Source: an optimization exercise on an open RTL-to-GDS flow (aim: small area, a short achievable clock period and few clock cycles per item). Production flows keep margins and buffers that such runs may drop.
Function was checked by simulation only, so behaviour that the tests miss may differ from the original.

File: config.mk
export PLATFORM = sky130hd
export DESIGN_NAME = fft_mask_mult_pipe
export DESIGN_NICKNAME = fft_mask_mult_pipe
export VERILOG_FILES = /design/flow/design.v
export SDC_FILE = /design/flow/constraint.sdc
export NUM_CORES = 4
export LEC_CHECK = 0
export CAP_MARGIN = 20
export CORE_MARGIN = 2
export CORE_UTILIZATION = 40
export SLEW_MARGIN = 20
File: constraint.sdc
create_clock -name core_clock -period 7.0 [get_ports {clk_i}]
set_input_delay 1.4000 -clock core_clock [delete_from_list [all_inputs] [get_ports {clk_i}]]
set_output_delay 1.4000 -clock core_clock [all_outputs]
set_load 0.01 [all_outputs]
File: design.v
package fft_mask_pkg;
    localparam int DEF_DATA_WIDTH = 16;
    localparam int DEF_MASK_WIDTH = 16;
    localparam int DEF_NUM_BINS   = 257;
    localparam int DEF_BIN_W      = $clog2(DEF_NUM_BINS);
    typedef struct packed {
        logic signed [DEF_DATA_WIDTH-1:0] re;
        logic signed [DEF_DATA_WIDTH-1:0] im;
    } cplx_t;
    typedef logic [DEF_BIN_W-1:0] bin_idx_t;
    function automatic logic signed [63:0] sat_round(
        input logic signed [63:0] prod,
        input int                 frac,
        input int                 dw
    );
        logic signed [63:0] r;
        logic signed [63:0] max_v;
        logic signed [63:0] min_v;
        r     = (prod + (64'sd1 <<< (frac - 1))) >>> frac;
        max_v = (64'sd1 <<< (dw - 1)) - 64'sd1;
        min_v = -(64'sd1 <<< (dw - 1));
        if (r > max_v) begin
            sat_round = max_v;
        end else if (r < min_v) begin
            sat_round = min_v;
        end else begin
            sat_round = r;
        end
    endfunction
endpackage
module fft_round_sat #(
    parameter int PROD_W = 32,
    parameter int FRAC   = 15,
    parameter int DATA_W = 16
) (
    input  logic signed [PROD_W-1:0] prod_i,
    output logic signed [DATA_W-1:0] res_o,
    output logic                     ovf_o
);
    logic signed [63:0] prod_ext;
    logic signed [63:0] rounded;
    logic signed [63:0] clipped;
    always_comb begin
        prod_ext = {{(64 - PROD_W){prod_i[PROD_W-1]}}, prod_i};
        rounded  = (prod_ext + (64'sd1 <<< (FRAC - 1))) >>> FRAC;
        clipped  = fft_mask_pkg::sat_round(prod_ext, FRAC, DATA_W);
        res_o    = clipped[DATA_W-1:0];
        ovf_o    = (clipped != rounded);
    end
endmodule
module fft_mask_mult_pipe #(
    parameter int DATA_WIDTH = fft_mask_pkg::DEF_DATA_WIDTH,
    parameter int MASK_WIDTH = fft_mask_pkg::DEF_MASK_WIDTH,
    parameter int NUM_BINS   = fft_mask_pkg::DEF_NUM_BINS,
    localparam int BIN_W     = $clog2(NUM_BINS)
) (
    input  logic                         clk_i,
    input  logic                         rst_i,
    input  logic                         clr_i,
    input  logic                         in_valid_i,
    output logic                         in_ready_o,
    input  logic signed [DATA_WIDTH-1:0] in_re_i,
    input  logic signed [DATA_WIDTH-1:0] in_im_i,
    input  logic signed [MASK_WIDTH-1:0] mask_i,
    input  logic                         in_last_i,
    output logic                         out_valid_o,
    input  logic                         out_ready_i,
    output logic signed [DATA_WIDTH-1:0] out_re_o,
    output logic signed [DATA_WIDTH-1:0] out_im_o,
    output logic [BIN_W-1:0]             out_bin_o,
    output logic                         out_last_o,
    output logic                         sat_o,
    output logic                         frame_err_o
);
    localparam int FRAC   = MASK_WIDTH - 1;
    localparam int PROD_W = DATA_WIDTH + MASK_WIDTH;
    localparam logic [BIN_W-1:0] LAST_BIN = BIN_W'(NUM_BINS - 1);
    logic                         en;
    logic                         accept;
    logic                         v1_q, v1_d, v2_q, v2_d, v3_q, v3_d;
    logic signed [DATA_WIDTH-1:0] s1_re_q, s1_re_d, s1_im_q, s1_im_d;
    logic signed [MASK_WIDTH-1:0] s1_mask_q, s1_mask_d;
    logic [BIN_W-1:0]             s1_bin_q, s1_bin_d;
    logic signed [PROD_W-1:0]     s2_pre_q, s2_pre_d, s2_pim_q, s2_pim_d;
    logic [BIN_W-1:0]             s2_bin_q, s2_bin_d;
    logic signed [DATA_WIDTH-1:0] s3_re_q, s3_re_d, s3_im_q, s3_im_d;
    logic [BIN_W-1:0]             s3_bin_q, s3_bin_d;
    logic [BIN_W-1:0]             cnt_q, cnt_d, cnt_inc;
    logic                         sat_q, sat_d;
    logic                         ferr_q, ferr_d;
    logic signed [PROD_W-1:0]     prod_re, prod_im;
    logic signed [DATA_WIDTH-1:0] rnd_re, rnd_im;
    logic                         ovf_re, ovf_im;
    assign en         = !v3_q || out_ready_i;
    assign accept     = in_valid_i && en;
    assign in_ready_o = en;
    assign prod_re = s1_re_q * s1_mask_q;
    assign prod_im = s1_im_q * s1_mask_q;
    fft_round_sat #(
        .PROD_W (PROD_W),
        .FRAC   (FRAC),
        .DATA_W (DATA_WIDTH)
    ) u_round_sat_re (
        .prod_i (s2_pre_q),
        .res_o  (rnd_re),
        .ovf_o  (ovf_re)
    );
    fft_round_sat #(
        .PROD_W (PROD_W),
        .FRAC   (FRAC),
        .DATA_W (DATA_WIDTH)
    ) u_round_sat_im (
        .prod_i (s2_pim_q),
        .res_o  (rnd_im),
        .ovf_o  (ovf_im)
    );
    always_comb begin
        v1_d      = v1_q;
        v2_d      = v2_q;
        v3_d      = v3_q;
        s1_re_d   = s1_re_q;
        s1_im_d   = s1_im_q;
        s1_mask_d = s1_mask_q;
        s1_bin_d  = s1_bin_q;
        s2_pre_d  = s2_pre_q;
        s2_pim_d  = s2_pim_q;
        s2_bin_d  = s2_bin_q;
        s3_re_d   = s3_re_q;
        s3_im_d   = s3_im_q;
        s3_bin_d  = s3_bin_q;
        cnt_d     = cnt_q;
        sat_d     = sat_q;
        ferr_d    = ferr_q;
        cnt_inc   = (cnt_q == LAST_BIN) ? '0 : cnt_q + BIN_W'(1);
        if (en) begin
            v1_d = accept;
            v2_d = v1_q;
            v3_d = v2_q;
            if (accept) begin
                s1_re_d   = in_re_i;
                s1_im_d   = in_im_i;
                s1_mask_d = mask_i;
                s1_bin_d  = clr_i ? '0 : cnt_q;
            end
            if (v1_q) begin
                s2_pre_d = prod_re;
                s2_pim_d = prod_im;
                s2_bin_d = s1_bin_q;
            end
            if (v2_q) begin
                s3_re_d  = rnd_re;
                s3_im_d  = rnd_im;
                s3_bin_d = s2_bin_q;
                if (ovf_re || ovf_im) begin
                    sat_d = 1'b1;
                end
            end
        end
        if (accept) begin
            if (clr_i) begin
                cnt_d = BIN_W'(1);
            end else if (in_last_i && (cnt_q != LAST_BIN)) begin
                ferr_d = 1'b1;
                cnt_d  = '0;
            end else begin
                if (!in_last_i && (cnt_q == LAST_BIN)) begin
                    ferr_d = 1'b1;
                end
                cnt_d = cnt_inc;
            end
        end else if (clr_i) begin
            cnt_d = '0;
        end
        if (clr_i) begin
            sat_d  = 1'b0;
            ferr_d = 1'b0;
        end
    end
    always_ff @(posedge clk_i or posedge rst_i) begin
        if (rst_i) begin
            v1_q      <= 1'b0;
            v2_q      <= 1'b0;
            v3_q      <= 1'b0;
            s1_re_q   <= '0;
            s1_im_q   <= '0;
            s1_mask_q <= '0;
            s1_bin_q  <= '0;
            s2_pre_q  <= '0;
            s2_pim_q  <= '0;
            s2_bin_q  <= '0;
            s3_re_q   <= '0;
            s3_im_q   <= '0;
            s3_bin_q  <= '0;
            cnt_q     <= '0;
            sat_q     <= 1'b0;
            ferr_q    <= 1'b0;
        end else begin
            v1_q      <= v1_d;
            v2_q      <= v2_d;
            v3_q      <= v3_d;
            s1_re_q   <= s1_re_d;
            s1_im_q   <= s1_im_d;
            s1_mask_q <= s1_mask_d;
            s1_bin_q  <= s1_bin_d;
            s2_pre_q  <= s2_pre_d;
            s2_pim_q  <= s2_pim_d;
            s2_bin_q  <= s2_bin_d;
            s3_re_q   <= s3_re_d;
            s3_im_q   <= s3_im_d;
            s3_bin_q  <= s3_bin_d;
            cnt_q     <= cnt_d;
            sat_q     <= sat_d;
            ferr_q    <= ferr_d;
        end
    end
    assign out_valid_o = v3_q;
    assign out_re_o    = s3_re_q;
    assign out_im_o    = s3_im_q;
    assign out_bin_o   = s3_bin_q;
    assign out_last_o  = (s3_bin_q == LAST_BIN);
    assign sat_o       = sat_q;
    assign frame_err_o = ferr_q;
endmodule
File: run.sh
#!/bin/bash
# synth_recipe.tcl (not shown) runs the flow's synth.tcl, then flattens the netlist and writes it again
# the make line also repeats each setting of config.mk as NAME=value (left out here)
make -C /OpenROAD-flow-scripts/flow DESIGN_CONFIG=/design/flow/config.mk WORK_HOME=/design/flow/orfs CLKGATE_MAP_FILE= SYNTH_SCRIPT=/design/flow/synth_recipe.tcl finish
==> key figures <==
Critical path
  • Critical Path Start Type: flip-flop
  • Critical Path, Cell by Cell: buf_4 > buf_4 > nand2_1 > fa_1 > inv_1 > fa_1 > fa_1 > fa_1 > fa_1 > inv_1 > fa_1 > inv_1 > ha_1 > a21o_1 > a21oi_1 > inv_1 > o41a_2 > a31oi_2 > xor2_1 > o21ai_0
  • CP Class: reg2reg
  • Most frequent cell on the critical path: fa_1
  • Buf+Inv Stages, Crit Path: 6
  • CP Capture Type: flip-flop
  • Worst Path Required: 7350 ps
  • Crit path max fanout: 12
  • Critical Path Slowest Stage Cell: dfrtp_1
  • Crit path max-delay family: adder cells
  • Data arrival, critical path: 7010 ps
  • CP max stage delay: 700 ps

Yosys
  • Mux cell area share after synthesis: 2.574%
  • Syn Nets: 3,429
  • Count leader, synth: inv_1
  • Seq cells post-synth: 157
  • Top post-synthesis cells by count: inv_1 (570), fa_1 (522), nand2_1 (342), and2_1 (248), ha_1 (164)
  • FFs w/ async S/R, synth: 100.0%
  • Commonest register cell after synthesis: dfrtp_1
  • Mapped Avg Cell Area: 9.599 um2
  • Seq/Total Area, Yosys: 15.22%
  • Post-synthesis cell count: 2,689
  • Number of synthesized flops with an enable pin: 0
  • Post-synthesis compound-gate area fraction: 5.710%
  • Dominant cell type by area after synthesis: fa_1
  • Adder-Cell Fraction of Synth Area: 48.44%
  • Largest family of logic cells by synthesized area: adder cells
  • Largest cells by area after synthesis: fa_1 (40%), dfrtp_1 (15%), inv_1 (8.3%)
  • Xor/xnor share of the synthesized area: 2.952%
  • Simple-gate share of the synthesized area: 14.99%
  • Yosys top cell area share: 40.49%
  • Cell area after synthesis: 0.02581 mm2
  • Netlist cell types: 62
  • YS warnings: 2

GRT
  • Initial antenna violation count: 0
  • Largest net degree at the start of global routing: 112
  • Global route overflow: 0
  • GR Util All Layers: 19.95%
  • Vias in the first global route: 19,825
  • First-pass GRT wire length: 104,900 um

Routing
  • Detailed Routing Iterations Pass 1: 5
  • Max Used Layer: met4
  • Wire per inst: 17.09 um
  • Met1 Wirelength: 26,380 um
  • Via density: 4.928
  • DRC violations left: 0
  • WL met2: 31,240 um
  • Final wirelength: 61,860 um
  • DRT antenna net count: 0
  • Met3 wire length: 2846 um
  • Initial DRC count: 1,096
  • Vias: 17,840

Floorplan
  • Die area: 0.06657 mm2
  • Die span in x: 258.0 um
  • DIE HEIGHT: 258.0 um
  • Core ar.: 0.06412 mm2
  • Starting Density: 40.26%
  • Std-Cell Rows: 93
  • Ports: 100

Final layout
  • Area delta synth->final: 10.58%
  • Fill count: 6,057
  • Finished Core Util: 44.52%
  • Share of cells above drive strength 1: 6.655%
  • Finished Cell Area: 0.02854 mm2
  • Nets: 3,492
  • Cell Count, Final, Fillers Out: 3,620
  • N_diodes: 0

Clock network
  • Worst-skew pair later-pin latency: 490 ps
  • # clock sinks: 157
  • Depth of the CTS H-tree: 4
  • Post-CTS Setup Inserts: 0
  • CTS tree: built
  • Deepest clock path buffer count: 2
  • Number of CTS-inserted buffers: 17
  • Clk root buf: clkbuf_16
  • Worst-path clk slew: 80 ps

Placed design
  • Pre-CTS setup slack: 181.9 ps
  • Post-Place Cells: 3,588
  • Port-buffer cells: 99
  • HPWL Detailed: 51,340 um
  • Placed Instance Area: 0.02792 mm2
  • GP Congestion: 0.8705

Timing
  • Setup-failing EPs final: 0
  • Final Hold Vio Count: 0
  • Slew headroom: 37.54%
  • Minimum clock period: 6654 ps
  • Final WS setup: 345.6 ps
  • Total negative setup slack: 0 ps
  • Tightest Pin Transition: 936.9 ps
  • Unrepaired setup endpoints after global routing: false
  • Max-slew violation count: 0
  • Clk_skew: 21.24 ps
  • Peak Freq: 150.3 MHz
  • Tcrit/Tclk final: 95.06%
  • Hold_ws: 473.8 ps

Run status
  • Status: finished clean

Flow run
  • Max cap viols: 0

Worst hold path
  • Hold crit path type: reg2reg
## tightest hold or removal path: stages, from the launching register on
cell and delay (ps):
dfrtp_1 350, nand2_1 50, nand2_1 50
## kinds of logic (layout without fill, tap and decap cells)
group           count (synthesis)  count (layout)
fa+ha+maj                     686             686
mux                            59              59
xor+xnor                       87              87
flops                         157             157
buf+inv                       693             769
simple gates                  788             788
compound gates                219             219
## layout by cell type, fill, tap and decap left out, types with 4 or more instances in the layout
cell type / n
xor2_1: 38
and4_1: 4
nand2b_1: 16
buf_4: 66
o21ai_0: 70
o31ai_1: 7
nor2_1: 78
nor3b_1: 4
a211oi_1: 6
a21o_1: 20
nor2b_1: 10
clkinv_8: 4
fa_1: 521
a31oi_1: 11
o21ai_1: 9
nand3_1: 29
dfrtp_2: 4
and2_1: 247
inv_1: 569
xnor2_1: 49
a21oi_2: 4
nand2_1: 340
clkdlybuf4s50_1: 99
a21oi_1: 25
o21bai_1: 4
o21a_1: 16
clkbuf_16: 17
o211ai_1: 12
and3_1: 11
inv_8: 6
o22a_1: 15
mux2_2: 59
nor3_1: 8
nand4_1: 15
ha_1: 164
dfrtp_1: 153
nor4_1: 6
## what timing repair did
item / 4_1_cts / 5_1_grt
hold buffers: 0 / 0
setup endpoints to repair: 0 / 7
gates resized for setup: 0 / 5
## registers in the layout, indices dropped and copies added (netlist names)
register   count
s2_pim_q      18
s2_pre_q      18
s1_im_q       16
s1_mask_q     16
s1_re_q       16
s3_im_q       16
s3_re_q       16
cnt_q          9
s1_bin_q       9
s2_bin_q       9
s3_bin_q       9
ferr_q         1
sat_q          1
v1_q           1
v2_q           1
v3_q           1
## worst paths after layout
check	from	depth (start not counted)	slack, ps	endpoint
setup / recovery	s1_mask_q[10]	20	350	s2_pre_q[28]
hold / removal	s2_bin_q[0]	2	470	s3_bin_q[0]
setup reg to reg	s1_mask_q[10]	20	350	s2_pre_q[28]
hold reg to reg	s2_bin_q[0]	2	470	s3_bin_q[0]
max in group asynchronous	rst_i	3	4270	s1_mask_q[8]
min in group asynchronous	rst_i	2	1470	s3_bin_q[3]
## per-layer routing
| metal | global-route usage (%) | up-vias |
|---|---|---|
| met4 | 6.037 | 0 |
| met3 | 3.033 | 80 |
| met1 | 25.73 | 9143 |
| met2 | 34.63 | 416 |
| met5 | 0 | - |
| li1 | - | 8201 |
## area by class of cell
class	count	area (um2)	share of cell area [%]
Sequential cell	157	3934	13.78
Tap cell	855	1070	3.748
Clock buffer	17	425.4	1.491
Multi-Input combinational cell	1839	19280	67.56
Timing Repair Buffer	165	1486	5.208
Clock inverter	15	190.2	0.6663
Inverter	572	2155	7.549
Testbench counts, summed over its fixed seeds: cycles 32,920, items 32,896.

[re-timing with driven ports]
The results above use ideal ports. As a check the final layout listed here was re-extracted and re-timed, cells and wires unchanged. Step 1 assumes that a clkbuf_16 drives the clock port and a buf_2 every other input. Step 2, shift: input delay + t, output delay - t, t = (earliest + latest rising clock arrival at the registers) / 2. This alone moves slack from input paths to output paths. a / b / c = ideal ports / drivers / drivers and shift; a / b = the first two.
t (ns): 0.536
setup slack, ns: 0.346 / 0.346 / 0.346
hold WS [ns]: 0.474 / 0.474 / 0.474
worst setup path at the end: register to register
clock arrival spread, ns: 0.023 / 0.023
After both steps setup and hold are still met in this run. The setup slack of this run moves by 0.000 ns with the drivers and by 0.000 ns with both steps.
